From an optimization exercise on the open Yosys and OpenROAD flow, aimed at small area; shortcuts taken in it are not production practice.
Only simulation tests tie the RTL to the original design; equivalence was not proved.
Power figures rest on the tool's default switching activity, not on a simulated workload.

Design button_scan_holdoff_debounce_core, start of the top module:
module button_scan_holdoff_debounce_core #(
  parameter int NUM_BUTTONS = 16
) (
  input  wire logic                         clk,
  input  wire logic                         rst_n,
  input  wire logic                         cfg_we,
  input  wire logic [bshd_pkg::HOLD_W-1:0]  cfg_wdata,
  input  wire logic                         in_tvalid,
  output logic                              in_tready,
  input  wire logic [bshd_pkg::TDATA_W-1:0] in_tdata,
  input  wire logic                         in_tuser,
  output logic                              out_tvalid,
  input  wire logic                         out_tready,
  output logic [bshd_pkg::TDATA_W-1:0]      out_tdata
);
Size: ~990 cells after synthesis, roughly 14,000 um2 of cells after synthesis.
Settings: LEC_CHECK=0, CAP_MARGIN=0, CORE_MARGIN=2, CORE_UTILIZATION=65, SLEW_MARGIN=0; clock period 12.0 ns.
standard.sh (not shown) runs the stock make flow with config.mk's settings and CLKGATE_MAP_FILE= SYNTH_SCRIPT=/design/flow/synth_recipe.tcl, a recipe that flattens the netlist after the stock synthesis.
==> flow/flow/run.sh <==
#!/bin/bash
# Standard ORFS layout, with two changes passed to its scripts:
#  - ports are buffered with the smallest buffer (buf_1) instead of the default choice;
#  - clock tree synthesis inserts no dummy loads and uses clkbuf_8 clusters.
set -euo pipefail
export BUFFER_PORTS_ARGS="-buffer_cell sky130_fd_sc_hd__buf_1"
export CTS_ARGS="-sink_clustering_enable -repair_clock_nets -dont_use_dummy_load -buf_list sky130_fd_sc_hd__clkbuf_8 -sink_clustering_size 20 -sink_clustering_max_diameter 60"
bash standard.sh > standard_flow.log 2>&1
The starting point completed without violations.
==> next run, changes <==
==> flow/run.sh (new file) <==
#!/bin/bash
# synth_recipe.tcl (not shown) runs the flow's synth.tcl, then flattens the netlist and writes it again
# the make line also repeats each setting of config.mk as NAME=value (left out here)
make -C /OpenROAD-flow-scripts/flow DESIGN_CONFIG=/design/flow/config.mk WORK_HOME=/design/flow/orfs CLKGATE_MAP_FILE= SYNTH_SCRIPT=/design/flow/synth_recipe.tcl finish
Settings changed: CAP_MARGIN 0 to 20, CORE_UTILIZATION 65 to 40, SLEW_MARGIN 0 to 20.
removed: flow/flow/run.sh
removed: flow/standard.sh
=> The new run finished with timing, DRC and antenna clean; worst hold slack got worse by 0.0080 ns; combinational power grows by about 7%; power grows by 30%; wire length grows by about 8%; non-clock buffer count grows by 8; sequential share of layout area shrinks by 5.8 points.
==> next run, changes <==
==> flow/flow/run.sh (new file) <==
#!/bin/bash
# Standard ORFS layout, with three changes passed to its scripts:
#  - ports are buffered with the smallest buffer (buf_1) instead of the default choice;
#  - placement-stage repair may not use buffers larger than buf_2;
#  - clock tree synthesis inserts no dummy loads and uses clkbuf_8 clusters.
set -euo pipefail
export BUFFER_PORTS_ARGS="-buffer_cell sky130_fd_sc_hd__buf_1"
export PRE_GLOBAL_PLACE_TCL="$PWD/flow/small_bufs.tcl"
export PRE_RESIZE_TCL="$PWD/flow/small_bufs.tcl"
export CTS_ARGS="-sink_clustering_enable -repair_clock_nets -dont_use_dummy_load -buf_list sky130_fd_sc_hd__clkbuf_8 -sink_clustering_size 20 -sink_clustering_max_diameter 60"
bash standard.sh > standard_flow.log 2>&1
==> flow/flow/small_bufs.tcl (new file) <==
# Keep placement-stage repair from using the large buffers: it then fixes slew
# with the small ones or by sizing the driver.
set_dont_use {sky130_fd_sc_hd__buf_4 sky130_fd_sc_hd__buf_6 sky130_fd_sc_hd__buf_8 sky130_fd_sc_hd__buf_12 sky130_fd_sc_hd__buf_16 sky130_fd_sc_hd__bufbuf_8 sky130_fd_sc_hd__bufbuf_16}
==> flow/standard.sh (new file) <==
#!/bin/bash
# synth_recipe.tcl (not shown) runs the flow's synth.tcl, then flattens the netlist and writes it again
# the make line also repeats each setting of config.mk as NAME=value (left out here)
make -C /OpenROAD-flow-scripts/flow DESIGN_CONFIG=/design/flow/config.mk WORK_HOME=/design/flow/orfs CLKGATE_MAP_FILE= SYNTH_SCRIPT=/design/flow/synth_recipe.tcl "${@:-finish}"
Settings changed: CAP_MARGIN 20 to 0, CORE_UTILIZATION 40 to 65, SLEW_MARGIN 20 to 0.
removed: flow/run.sh
Outcome:
- die area drops by 38%
- design area drops by 9.7%
- via count barely changes
- worst setup slack gets worse by 0.19 ns
- clock power drops by 54%
- non-clock buffer count drops by 3
- fmax drops by 1.8%
- final cell count drops by 14%
- sequential cell count does not change
- area after synthesis does not change
- power drops by 22%
==> next run, changes <==
==> flow/run.sh (new file) <==
#!/bin/bash
# synth_recipe.tcl (not shown) runs the flow's synth.tcl, then flattens the netlist and writes it again
# the make line also repeats each setting of config.mk as NAME=value (left out here)
make -C /OpenROAD-flow-scripts/flow DESIGN_CONFIG=/design/flow/config.mk WORK_HOME=/design/flow/orfs CLKGATE_MAP_FILE= SYNTH_SCRIPT=/design/flow/synth_recipe.tcl finish
Settings changed: CTS_BUF_LIST from default to sky130_fd_sc_hd__clkbuf_4, CTS_CLUSTER_DIAMETER from default to 40, CTS_CLUSTER_SIZE from default to 10.
removed: flow/flow/run.sh
removed: flow/flow/small_bufs.tcl
removed: flow/standard.sh
After rerunning: Synthesized area stays the same. Register-to-register slack gains 0.68 ns. Design area is higher by 4.0%. Total power is higher by 9.7%. Global-route usage is higher by 0.48 points. Cell count is higher by 3.2%. Sequential power is about the same. Routed wire length is higher by 0.86%.
==> next run, changes <==
==> flow/flow/run.sh (new file) <==
#!/bin/bash
# Standard ORFS layout, with two changes passed to its scripts:
#  - ports are buffered with the smallest buffer (buf_1) instead of the default choice;
#  - clock tree synthesis inserts no dummy loads and uses clkbuf_8 clusters.
set -euo pipefail
export BUFFER_PORTS_ARGS="-buffer_cell sky130_fd_sc_hd__buf_1"
export CTS_ARGS="-sink_clustering_enable -repair_clock_nets -dont_use_dummy_load -buf_list sky130_fd_sc_hd__clkbuf_8 -sink_clustering_size 20 -sink_clustering_max_diameter 60"
bash standard.sh > standard_flow.log 2>&1
==> flow/standard.sh (new file) <==
#!/bin/bash
# synth_recipe.tcl (not shown) runs the flow's synth.tcl, then flattens the netlist and writes it again
# the make line also repeats each setting of config.mk as NAME=value (left out here)
make -C /OpenROAD-flow-scripts/flow DESIGN_CONFIG=/design/flow/config.mk WORK_HOME=/design/flow/orfs CLKGATE_MAP_FILE= SYNTH_SCRIPT=/design/flow/synth_recipe.tcl "${@:-finish}"
Settings changed: CORE_UTILIZATION 65 to 80, CTS_BUF_LIST sky130_fd_sc_hd__clkbuf_4 to default, CTS_CLUSTER_DIAMETER 40 to default, CTS_CLUSTER_SIZE 10 to default.
removed: flow/run.sh
Die area is lower by about a fifth; wire length went up by a few percent; combinational power went down by a few percent; worst setup slack is worse by 0.12 ns; worst hold slack gets worse by 0.0079 ns; via count is higher by a few percent; clock-buffer cell count went down by 23.

[re-timing with driven ports]
The results above use ideal ports. As a check the final layouts listed here were re-extracted and re-timed, cells and wires unchanged. Step 1 (the two cells are an assumption about what drives the block):
set clk [get_ports {clk}]
set_driving_cell -lib_cell sky130_fd_sc_hd__clkbuf_16 $clk
set_driving_cell -lib_cell sky130_fd_sc_hd__buf_2 [delete_from_list [all_inputs] $clk]
Step 2 also shifts input and output timing later by t, the mid clock arrival at the registers, as if the neighbouring blocks saw the same clock. a / b / c = no drivers / after step 1 / after step 2; a / b = the first two.
| run | t, ns | setup slack, ns | hold slack, ns | slew at the worst register clock pin (ns) | cell pins on the clock port's net |
|---|---|---|---|---|---|
| the first run | 0.585 | 1.792 / 1.813 / 1.229 | 0.465 / 0.465 / 0.465 | 0.11 / 0.11 | 1 |
| the second run | 0.577 | 1.681 / 1.708 / 1.131 | 0.457 / 0.457 / 0.457 | 0.06 / 0.06 | 1 |
| the third run | 0.607 | 1.492 / 1.507 / 0.900 | 0.463 / 0.463 / 0.463 | 0.11 / 0.11 | 1 |
| the fourth run | 0.724 | 1.972 / 1.986 / 1.263 | 0.466 / 0.466 / 0.466 | 0.11 / 0.11 | 1 |
| the fifth run | 0.576 | 1.852 / 1.871 / 1.295 | 0.458 / 0.458 / 0.458 | 0.12 / 0.12 | 1 |
After both steps setup and hold are still met in every run listed. The setup slack of the fourth run, which loses most, moves by +0.014 ns with the drivers and by -0.709 ns with both steps.
